Background: an optimization exercise with open tools, aiming at a short achievable clock period and few clock cycles per item. Do not read the settings as production practice. Only simulation tests tie the RTL to the original design; equivalence was not proved. No activity file was given, so power comes from the tool's default toggle rates.

## dns_name_decompressor
module dns_name_decompressor (
    input  logic                        i_clk,
    input  logic                        i_rst_n,
    input  logic                        i_in_valid,
    output logic                        o_in_ready,
    input  logic                        i_in_op,
    input  logic [8:0]                  i_in_address,
    input  logic [7:0]                  i_in_byte,
    output logic                        o_out_valid,
    input  logic                        i_out_ready,
    output logic [63:0]                 o_name_chars,
    output logic [3:0]                  o_char_count,
    output logic                        o_last,
    output logic [8:0]                  o_consumed,
    output logic [1:0]                  o_status,
    input  logic                        i_cfg_we,
    input  logic [5:0]                  i_cfg_data
);
For scale: about 34000 cells after synthesis, roughly 14000 flip-flops, roughly 110 I/O pins, about 660000 µm² of cells after synthesis.
Settings: LEC_CHECK=0, CAP_MARGIN=30, CORE_MARGIN=2, CORE_UTILIZATION=40, CTS_CLUSTER_DIAMETER=100, CTS_CLUSTER_SIZE=24, GPL_ROUTABILITY_DRIVEN=1, PLACE_DENSITY=0.55, SETUP_SLACK_MARGIN=4.5, SLEW_MARGIN=45; clock period 8.0 ns.
run.sh (not shown) runs the stock make flow with config.mk's settings and CLKGATE_MAP_FILE= SYNTH_SCRIPT=/design/flow/synth_recipe.tcl, a recipe that flattens the netlist after the stock synthesis.
The baseline completed without violations.
Testbench counts at the start, summed over its fixed seeds: cycles 15,989, names 790.
Then changed:
--- a/flow/design.v
+++ b/flow/design.v
@@ -103,26 +103,26 @@
             r_pend  <= pend_next;
             r_dirty <= dirty_next;
             if (i_push) r_tog <= !r_tog;
         end
         if (in_fire) begin
             r_iop    <= i_in_op;
             r_ia     <= i_in_address;
             r_ib     <= i_in_byte;
-            r_ia_hi  <= i_in_op ? 8'd0 : 8'd1 << i_in_address[8:6];
+            r_ia_hi  <= 8'd1 << i_in_address[8:6];
             r_ia_mid <= 8'd1 << i_in_address[5:3];
             r_ia_lo  <= 8'd1 << i_in_address[2:0];
         end
     end
     logic [STORE_DEPTH*8-1:0] m_st;
     logic [STORE_DEPTH*8-1:0] s_st;
     for (genvar k = 0; k < STORE_DEPTH; k++) begin : g_store
         always_ff @(posedge i_clk) begin
-            if (r_iv && r_ia_hi[k/64] && r_ia_mid[(k/8)%8] && r_ia_lo[k%8]) m_st[k*8 +: 8] <= r_ib;
+            if (i_load && r_ia_hi[k/64] && r_ia_mid[(k/8)%8] && r_ia_lo[k%8]) m_st[k*8 +: 8] <= r_ib;
             if (!r_pend) s_st[k*8 +: 8] <= m_st[k*8 +: 8];
         end
     end
     for (genvar w = 0; w < 2; w++) begin : g_w
         dnd_walker u_walker (
             .i_clk         (i_clk),
             .i_rst_n       (i_rst_n),
             .i_store       (s_st),
@@ -171,23 +171,23 @@
     output logic [7:0]                 o_m_len,
     output logic [8:0]                 o_m_cons,
     output logic [1:0]                 o_m_status
 );
     logic [8:0]             r_ra;      
     logic [8:0]             r_ra1;     
     logic                   r_oor;     
     logic                   r_ra_v;
-    logic [127:0] r_bk0, r_bk1;
-    logic [3:0]   r_bk_hi0, r_bk_hi1;
+    logic [63:0] r_bk0, r_bk1;
+    logic [2:0]  r_bk_hi0, r_bk_hi1;
     logic        r_bk_v;
     logic        r_bk_oor0, r_bk_oor1;
     logic        r_bk_end0, r_bk_end1;
     logic [8:0]  r_bk_d1;
-    logic [127:0] bk0, bk1;
+    logic [63:0] bk0, bk1;
     logic [7:0] r_rd0, r_rd1;
     logic       r_rd_v;
     logic       r_rd_oor0, r_rd_oor1;
     logic       r_rd_end0, r_rd_end1;   
     logic [8:0] r_d1;                   
     logic [1:0]         r_st;
     logic [7:0]         r_rem;
     logic               r_rem_nz;   
@@ -199,19 +199,19 @@
     logic [8:0]         r_start;
     logic [5:0]         r_hi;
     logic [8:0]         r_cptr;    
     logic [5:0]         r_wbase;   
     logic [5:0]         r_wend;    
     logic [7:0] rd0, rd1;
     logic [7:0] cptr1;
     assign cptr1 = r_cptr[7:0] + 8'd1;
-    for (genvar b = 0; b < 16; b++) begin : g_bk
-        assign bk0[b*8 +: 8] = i_store[(b*32 + r_ra[4:0])*8 +: 8];
-        assign bk1[b*8 +: 8] = i_store[(b*32 + r_ra1[4:0])*8 +: 8];
+    for (genvar b = 0; b < 8; b++) begin : g_bk
+        assign bk0[b*8 +: 8] = i_store[(b*64 + r_ra[5:0])*8 +: 8];
+        assign bk1[b*8 +: 8] = i_store[(b*64 + r_ra1[5:0])*8 +: 8];
     end
     assign rd0 = r_bk0[r_bk_hi0*8 +: 8];
     assign rd1 = r_bk1[r_bk_hi1*8 +: 8];
     logic rem_nz, rem_ge2, len255, len254, len0, ptr_ok;
     logic z0, p0, z1, p1;
     logic walk;
     logic s0_oor, s0_char, s0_zero, s0_ptr, s0_lab;
     logic s0_ptr_go;
@@ -269,17 +269,17 @@
             fin_st = ST_LONG;
         end else if (s0_zero || s1_zero) begin
             fin_st = ST_OK;
         end else begin
             fin = 1'b0;
         end
     end
     assign fin_ok    = s0_zero || s1_zero;
-    assign start_new = i_q_valid && (r_st == B_IDLE || fin);
+    assign start_new = i_q_valid && r_st == B_IDLE;
     assign redirect  = start_new || s0_ptr_go || plo_go;
     logic [8:0] tgt_a, tgt_b;
     logic       oor_a, oor_b;
     logic [8:0] ra_next, ra1_next;
     assign tgt_a = {r_rd0[0], r_rd1};
     assign oor_a = r_rd0[5:1] != 5'd0;
     assign tgt_b = {r_hi[0], r_rd0};
     assign oor_b = r_hi[5:1] != 5'd0;
@@ -375,18 +375,18 @@
                 r_oor <= oor_a;
             end else if (plo_go) begin
                 r_oor <= oor_b;
             end else begin
                 r_oor <= r_oor || r_ra >= 9'd510;
             end
             r_bk0     <= bk0;
             r_bk1     <= bk1;
-            r_bk_hi0  <= r_ra[8:5];
-            r_bk_hi1  <= r_ra1[8:5];
+            r_bk_hi0  <= r_ra[8:6];
+            r_bk_hi1  <= r_ra1[8:6];
             r_bk_oor0 <= r_oor;
             r_bk_oor1 <= r_oor || r_ra == 9'd511;
             r_bk_end0 <= r_ra == 9'd511;
             r_bk_end1 <= r_ra == 9'd510;
             r_bk_d1   <= r_ra - r_start + 9'd1;
             r_rd0     <= rd0;
             r_rd1     <= rd1;
             r_rd_oor0 <= r_bk_oor0;
Result:
- The changed run passed the timing, design-rule and antenna checks
- wire length rose by 2.6%
- power rose by 0.37%
- non-clock buffer count went up by 225
- synthesized cell count goes down by 3.1%
- clock-buffer cell count increases by 24
- via count falls by about 0.8%
- register-to-register slack improves by 360 ps
- first-iteration DRC count is higher by about 1.4%
- hold slack gets worse by 6.3 ps
Testbench counts after the change, summed over its fixed seeds: cycles 16,043, names 790.

* * *

## alpha
dns_name_decompressor with an RTL version that a note above also has.
Size in the first run: roughly 33000 cells after synthesis, roughly 14000 flip-flops, ~110 I/O pins.
## dns_name_decompressor
module dns_name_decompressor (
    input  logic                        i_clk,
    input  logic                        i_rst_n,
    input  logic                        i_in_valid,
    output logic                        o_in_ready,
    input  logic                        i_in_op,
    input  logic [8:0]                  i_in_address,
    input  logic [7:0]                  i_in_byte,
    output logic                        o_out_valid,
    input  logic                        i_out_ready,
    output logic [63:0]                 o_name_chars,
    output logic [3:0]                  o_char_count,
    output logic                        o_last,
    output logic [8:0]                  o_consumed,
    output logic [1:0]                  o_status,
    input  logic                        i_cfg_we,
    input  logic [5:0]                  i_cfg_data
);
export LEC_CHECK = 0
export CAP_MARGIN = 30
export CORE_MARGIN = 2
export CORE_UTILIZATION = 40
export CTS_CLUSTER_DIAMETER = 100
export CTS_CLUSTER_SIZE = 20
export GPL_ROUTABILITY_DRIVEN = 1
export GPL_TIMING_DRIVEN = 1
export PLACE_DENSITY = 0.55
export SETUP_SLACK_MARGIN = 4.5
export SLEW_MARGIN = 45
create_clock -name core_clock -period 8.0 [get_ports {i_clk}]
Ran to the end and failed final checks on antenna violations: alpha.
Testbench counts of alpha, summed over its fixed seeds: cycles 16,043, names 790.
Inputs modified between alpha and beta:
--- a/flow/design.v
+++ b/flow/design.v
@@ -101,30 +101,30 @@
             r_ready <= !(iv_next && iop_next && stuck_next);
             r_iv    <= iv_next;
             r_pend  <= pend_next;
             r_dirty <= dirty_next;
             if (i_push) r_tog <= !r_tog;
         end
         if (in_fire) begin
             r_iop    <= i_in_op;
             r_ia     <= i_in_address;
             r_ib     <= i_in_byte;
-            r_ia_hi  <= 8'd1 << i_in_address[8:6];
+            r_ia_hi  <= i_in_op ? 8'd0 : 8'd1 << i_in_address[8:6];
             r_ia_mid <= 8'd1 << i_in_address[5:3];
             r_ia_lo  <= 8'd1 << i_in_address[2:0];
         end
     end
     logic [STORE_DEPTH*8-1:0] m_st;
     logic [STORE_DEPTH*8-1:0] s_st;
     for (genvar k = 0; k < STORE_DEPTH; k++) begin : g_store
         always_ff @(posedge i_clk) begin
-            if (i_load && r_ia_hi[k/64] && r_ia_mid[(k/8)%8] && r_ia_lo[k%8]) m_st[k*8 +: 8] <= r_ib;
+            if (r_iv && r_ia_hi[k/64] && r_ia_mid[(k/8)%8] && r_ia_lo[k%8]) m_st[k*8 +: 8] <= r_ib;
             if (!r_pend) s_st[k*8 +: 8] <= m_st[k*8 +: 8];
         end
     end
     for (genvar w = 0; w < 2; w++) begin : g_w
         dnd_walker u_walker (
             .i_clk         (i_clk),
             .i_rst_n       (i_rst_n),
             .i_store       (s_st),
             .i_limit       (i_limit),
             .i_q_valid     (r_qcnt[w] != '0),
@@ -169,27 +169,27 @@
     output logic [7:0]                 o_wb_ch,
     output logic                       o_m_push,
     output logic [7:0]                 o_m_len,
     output logic [8:0]                 o_m_cons,
     output logic [1:0]                 o_m_status
 );
     logic [8:0]             r_ra;      
     logic [8:0]             r_ra1;     
     logic                   r_oor;     
     logic                   r_ra_v;
-    logic [63:0] r_bk0, r_bk1;
-    logic [2:0]  r_bk_hi0, r_bk_hi1;
+    logic [127:0] r_bk0, r_bk1;
+    logic [3:0]   r_bk_hi0, r_bk_hi1;
     logic        r_bk_v;
     logic        r_bk_oor0, r_bk_oor1;
     logic        r_bk_end0, r_bk_end1;
     logic [8:0]  r_bk_d1;
-    logic [63:0] bk0, bk1;
+    logic [127:0] bk0, bk1;
     logic [7:0] r_rd0, r_rd1;
     logic       r_rd_v;
     logic       r_rd_oor0, r_rd_oor1;
     logic       r_rd_end0, r_rd_end1;   
     logic [8:0] r_d1;                   
     logic [1:0]         r_st;
     logic [7:0]         r_rem;
     logic               r_rem_nz;   
     logic [7:0]         r_len;
     logic [LIMIT_W-1:0] r_ptrs;
@@ -197,23 +197,23 @@
     logic               r_jumped;
     logic [8:0]         r_cons;
     logic [8:0]         r_start;
     logic [5:0]         r_hi;
     logic [8:0]         r_cptr;    
     logic [5:0]         r_wbase;   
     logic [5:0]         r_wend;    
     logic [7:0] rd0, rd1;
     logic [7:0] cptr1;
     assign cptr1 = r_cptr[7:0] + 8'd1;
-    for (genvar b = 0; b < 8; b++) begin : g_bk
-        assign bk0[b*8 +: 8] = i_store[(b*64 + r_ra[5:0])*8 +: 8];
-        assign bk1[b*8 +: 8] = i_store[(b*64 + r_ra1[5:0])*8 +: 8];
+    for (genvar b = 0; b < 16; b++) begin : g_bk
+        assign bk0[b*8 +: 8] = i_store[(b*32 + r_ra[4:0])*8 +: 8];
+        assign bk1[b*8 +: 8] = i_store[(b*32 + r_ra1[4:0])*8 +: 8];
     end
     assign rd0 = r_bk0[r_bk_hi0*8 +: 8];
     assign rd1 = r_bk1[r_bk_hi1*8 +: 8];
     logic rem_nz, rem_ge2, len255, len254, len0, ptr_ok;
     logic z0, p0, z1, p1;
     logic walk;
     logic s0_oor, s0_char, s0_zero, s0_ptr, s0_lab;
     logic s0_ptr_go;
     logic s1_on, s1_rem_nz, s1_len255, s1_len0;
     logic s1_oor, s1_char, s1_zero, s1_ptr, s1_lab;
@@ -267,21 +267,21 @@
             fin_st = ST_PTR;
         end else if (((s0_char || s0_lab) && len255) || ((s1_char || s1_lab) && s1_len255)) begin
             fin_st = ST_LONG;
         end else if (s0_zero || s1_zero) begin
             fin_st = ST_OK;
         end else begin
             fin = 1'b0;
         end
     end
     assign fin_ok    = s0_zero || s1_zero;
-    assign start_new = i_q_valid && r_st == B_IDLE;
+    assign start_new = i_q_valid && (r_st == B_IDLE || fin);
     assign redirect  = start_new || s0_ptr_go || plo_go;
     logic [8:0] tgt_a, tgt_b;
     logic       oor_a, oor_b;
     logic [8:0] ra_next, ra1_next;
     assign tgt_a = {r_rd0[0], r_rd1};
     assign oor_a = r_rd0[5:1] != 5'd0;
     assign tgt_b = {r_hi[0], r_rd0};
     assign oor_b = r_hi[5:1] != 5'd0;
     always_comb begin
         if (start_new) begin
@@ -373,22 +373,22 @@
                 r_oor <= 1'b0;
             end else if (s0_ptr_go) begin
                 r_oor <= oor_a;
             end else if (plo_go) begin
                 r_oor <= oor_b;
             end else begin
                 r_oor <= r_oor || r_ra >= 9'd510;
             end
             r_bk0     <= bk0;
             r_bk1     <= bk1;
-            r_bk_hi0  <= r_ra[8:6];
-            r_bk_hi1  <= r_ra1[8:6];
+            r_bk_hi0  <= r_ra[8:5];
+            r_bk_hi1  <= r_ra1[8:5];
             r_bk_oor0 <= r_oor;
             r_bk_oor1 <= r_oor || r_ra == 9'd511;
             r_bk_end0 <= r_ra == 9'd511;
             r_bk_end1 <= r_ra == 9'd510;
             r_bk_d1   <= r_ra - r_start + 9'd1;
             r_rd0     <= rd0;
             r_rd1     <= rd1;
             r_rd_oor0 <= r_bk_oor0;
             r_rd_oor1 <= r_bk_oor1;
             r_rd_end0 <= r_bk_end0;
--- outcome ---
beta completed end to end; final checks failed (antenna violations).
[diff] total standard cell area after synthesis, beta relative to alpha: regression
alpha → beta: area growth from synthesis to layout now smaller; footprint of the flip-flops and latches now larger.
Measured against each other, alpha and beta differ in minimum clock period after layout, the lower figure coming from alpha.
Comparing the two runs side by side, beta comes out behind alpha on worst hold slack after final layout.
[compare] base=alpha new=beta: area of all placed cells without fillers moved up, slack of the critical path now sits lower, sequential share of layout area went up by 0.57 points, share of the core filled with cells has decreased, total power consumption of the routed design barely changed.
Testbench counts of beta, summed over its fixed seeds: cycles 15,989, names 790.

==> static timing again, ports no longer ideal <==
In the flow no input, the clock included, has a driving cell. The finished layouts below were timed again as built, in two steps. Step 1 (the two cells are an assumption about what drives the block):
set clk [get_ports {i_clk}]
set_driving_cell -lib_cell sky130_fd_sc_hd__clkbuf_16 $clk
set_driving_cell -lib_cell sky130_fd_sc_hd__buf_2 [delete_from_list [all_inputs] $clk]
Step 2 times the ports against the registers' clock, not the clock port: input delays grow and output delays shrink by t, the midpoint of the rising clock arrivals with the driver on. a / b / c = ideal / step 1 / step 2; a / b = the first two.
| run | t (ns) | slack for setup (ns) | hold WS [ns] | slew at the worst register clock pin (ns) | pins driven straight from the clock port |
|---|---|---|---|---|---|
| the first run of note 1 | 1.436 | 3.929 / 3.738 / 3.434 | 0.338 / 0.338 / 0.338 | 0.11 / 0.11 | 1 |
| the second run of note 1 | 1.455 | 4.244 / 4.038 / 3.351 | 0.332 / 0.332 / 0.332 | 0.11 / 0.11 | 1 |
| alpha | 1.450 | 4.173 / 3.976 / 3.334 | 0.366 / 0.366 / 0.366 | 0.10 / 0.10 | 1 |
| beta | 1.478 | 3.977 / 3.775 / 3.325 | 0.344 / 0.344 / 0.344 | 0.10 / 0.10 | 1 |
The setup slack of the second run of note 1, which loses most, moves by -0.206 ns with the drivers and by -0.893 ns with both steps.
